What follows belongs to an exercise in optimizing a design on an open flow for small area; a production flow would make more cautious choices. Where RTL was checked, it was by simulation tests only, not by an equivalence proof against the original. Power is estimated from default activity; no workload was simulated.

## executeBranchTop
module executeBranchTop (
    input  logic               clockSignal,
    input  logic               resetSignal,
    input  logic               instrValid,
    input  cpuDefsPkg::dataWord instruction,
    input  cpuDefsPkg::dataWord operandA,
    input  cpuDefsPkg::dataWord operandB,
    input  cpuDefsPkg::dataWord pcPlus4,
    output logic               resultValid,
    output cpuDefsPkg::dataWord resultData,
    output logic               overflowFlag,
    output logic               branchResolved,
    output logic               branchTaken,
    output logic               predictedTakenOut,
    output logic               mispredict,
    output cpuDefsPkg::dataWord redirectPc
);
Size: ~1,100 cells after synthesis, about 300 flip-flops, about 200 I/O pins, roughly 14,000 sq um of cells after synthesis.
==> flow/config.mk <==
export PLATFORM = sky130hd
export DESIGN_NAME = executeBranchTop
export DESIGN_NICKNAME = executeBranchTop
export VERILOG_FILES = /design/flow/design.v
export SDC_FILE = /design/flow/constraint.sdc
export NUM_CORES = 4
export LEC_CHECK = 0
export CAP_MARGIN = 20
export CORE_MARGIN = 2
export CORE_UTILIZATION = 40
export CTS_BUF_LIST = sky130_fd_sc_hd__clkbuf_4 sky130_fd_sc_hd__clkbuf_8
export SLEW_MARGIN = 20
export SYNTH_HIERARCHICAL = 1
==> flow/constraint.sdc <==
create_clock -name core_clock -period 6.0 [get_ports {clockSignal}]
set_input_delay 1.2000 -clock core_clock [delete_from_list [all_inputs] [get_ports {clockSignal}]]
set_output_delay 1.2000 -clock core_clock [all_outputs]
set_load 0.01 [all_outputs]
standard.sh (not shown) runs the stock make flow with config.mk's settings and CLKGATE_MAP_FILE= SYNTH_SCRIPT=/design/flow/synth_recipe.tcl, a recipe that flattens the netlist after the stock synthesis.
==> flow/flow/run.sh <==
#!/bin/bash
# The standard layout (the standard.sh, unchanged synthesis), with the port
# buffers made from the smallest buffer cell instead of the default delay buffer,
# a clock tree with larger sink clusters and no dummy loads, and gates on paths
# with slack sized down after global routing (RECOVER_POWER).
set -euo pipefail
bash standard.sh \
  "BUFFER_PORTS_ARGS=-buffer_cell sky130_fd_sc_hd__buf_1" \
  "CTS_ARGS=-sink_clustering_enable -repair_clock_nets -buf_list {sky130_fd_sc_hd__clkbuf_4 sky130_fd_sc_hd__clkbuf_8} -sink_clustering_size 18 -sink_clustering_max_diameter 80 -dont_use_dummy_load" \
  RECOVER_POWER=100 \
  finish > standard_flow.log 2>&1
Then changed:
CORE_UTILIZATION = 65   (was 40)
Result:
- The new run finished with timing, DRC and antenna clean
- wire length came out lower by a few percent
- total power came out lower slightly
- worst setup slack gets worse by 0.13 ns
- flip-flop and latch count does not change
- final area came out lower by a few percent

---

Another version of the RTL of executeBranchTop (not shown whole).
Size in the first run: about 1200 cells after synthesis, about 300 flip-flops, about 200 I/O pins, about 14000 µm² of cells after synthesis.
Settings: LEC_CHECK=0, CAP_MARGIN=0, CORE_MARGIN=2, CORE_UTILIZATION=60, CTS_BUF_LIST=sky130_fd_sc_hd__clkbuf_4 sky130_fd_sc_hd__clkbuf_8, SLEW_MARGIN=0, SYNTH_HIERARCHICAL=1; clock period 6.0 ns.
run.sh (not shown) runs the stock make flow with config.mk's settings and CLKGATE_MAP_FILE= SYNTH_SCRIPT=/design/flow/synth_recipe.tcl, a recipe that flattens the netlist after the stock synthesis.
Stock flow here: none of the scripts above is used.
Then changed:
==> flow/flow/run.sh (new file) <==
#!/bin/bash
# The standard layout (the standard.sh, unchanged synthesis), with the port
# buffers made from the smallest buffer cell instead of the default delay buffer,
# and a clock tree with larger sink clusters and no dummy loads.
set -euo pipefail
bash standard.sh \
  "BUFFER_PORTS_ARGS=-buffer_cell sky130_fd_sc_hd__buf_1" \
  "CTS_ARGS=-sink_clustering_enable -repair_clock_nets -buf_list {sky130_fd_sc_hd__clkbuf_8 sky130_fd_sc_hd__clkbuf_16} -sink_clustering_size 30 -sink_clustering_max_diameter 100 -dont_use_dummy_load" \
  finish > standard_flow.log 2>&1
==> flow/standard.sh (new file) <==
#!/bin/bash
# synth_recipe.tcl (not shown) runs the flow's synth.tcl, then flattens the netlist and writes it again
# the make line also repeats each setting of config.mk as NAME=value (left out here)
make -C /OpenROAD-flow-scripts/flow DESIGN_CONFIG=/design/flow/config.mk WORK_HOME=/design/flow/orfs CLKGATE_MAP_FILE= SYNTH_SCRIPT=/design/flow/synth_recipe.tcl "${@:-finish}"
- CAP_MARGIN: 0 -> 20
- CORE_UTILIZATION: 60 -> 40
- SLEW_MARGIN: 0 -> 20
removed: flow/run.sh
Effect: The new run completed without violations. Flip-flop and latch count is unchanged. Fmax rises by a few percent. Final area came out lower by a little under a tenth. Clock skew rises by 0.053 ns. Sequential power is about the same.
Then changed:
==> flow/run.sh (new file) <==
#!/bin/bash
# synth_recipe.tcl (not shown) runs the flow's synth.tcl, then flattens the netlist and writes it again
# the make line also repeats each setting of config.mk as NAME=value (left out here)
make -C /OpenROAD-flow-scripts/flow DESIGN_CONFIG=/design/flow/config.mk WORK_HOME=/design/flow/orfs CLKGATE_MAP_FILE= SYNTH_SCRIPT=/design/flow/synth_recipe.tcl finish
removed: flow/flow/run.sh
removed: flow/standard.sh
The changed run completed with no timing, DRC or antenna violations.
Clock-buffer cell count is higher by 48.
Via count is higher by a few percent.
Synthesized area does not change.
Hold slack improved by 0.0054 ns.
Cell area is higher by roughly a tenth.
Wire length is higher by a few percent.
Maximum frequency is lower slightly.
No functional check of the RTL was part of any run of this note.

## afterwards: timing with drivers on the ports
The results above use ideal ports. As a check the final layouts listed here were re-extracted and re-timed, cells and wires unchanged. Step 1 assumes that a clkbuf_16 drives the clock port and a buf_2 every other input. Step 2 also shifts input and output timing later by t, the mid clock arrival at the registers, as if the neighbouring blocks saw the same clock. Slacks: ideal / step 1 / step 2; pairs: ideal / step 1.
run	t (ns)	setup slack, ns	hold slack, ns	worst setup path at the end	latest minus earliest clock arrival (ns)
the first run of note 1	0.595	0.568 / 0.590 / -0.005	0.580 / 0.580 / 0.580	input to register	0.051 / 0.051
the second run of note 1	0.572	0.440 / 0.443 / -0.128	0.571 / 0.571 / 0.571	input to register	0.073 / 0.073
the first run of note 2	0.576	0.798 / 0.823 / 0.247	0.585 / 0.585 / 0.585	input to register	0.014 / 0.014
the second run of note 2	0.527	0.958 / 0.976 / 0.449	0.619 / 0.619 / 0.619	input to register	0.080 / 0.080
the third run of note 2	0.627	0.859 / 0.878 / 0.251	0.624 / 0.624 / 0.624	input to register	0.020 / 0.020
With both steps, setup timing fails in the first run of note 1 and the second run of note 1, where it was met with ideal ports. The setup slack of the third run of note 2, which loses most, moves by +0.019 ns with the drivers and by -0.608 ns with both steps.
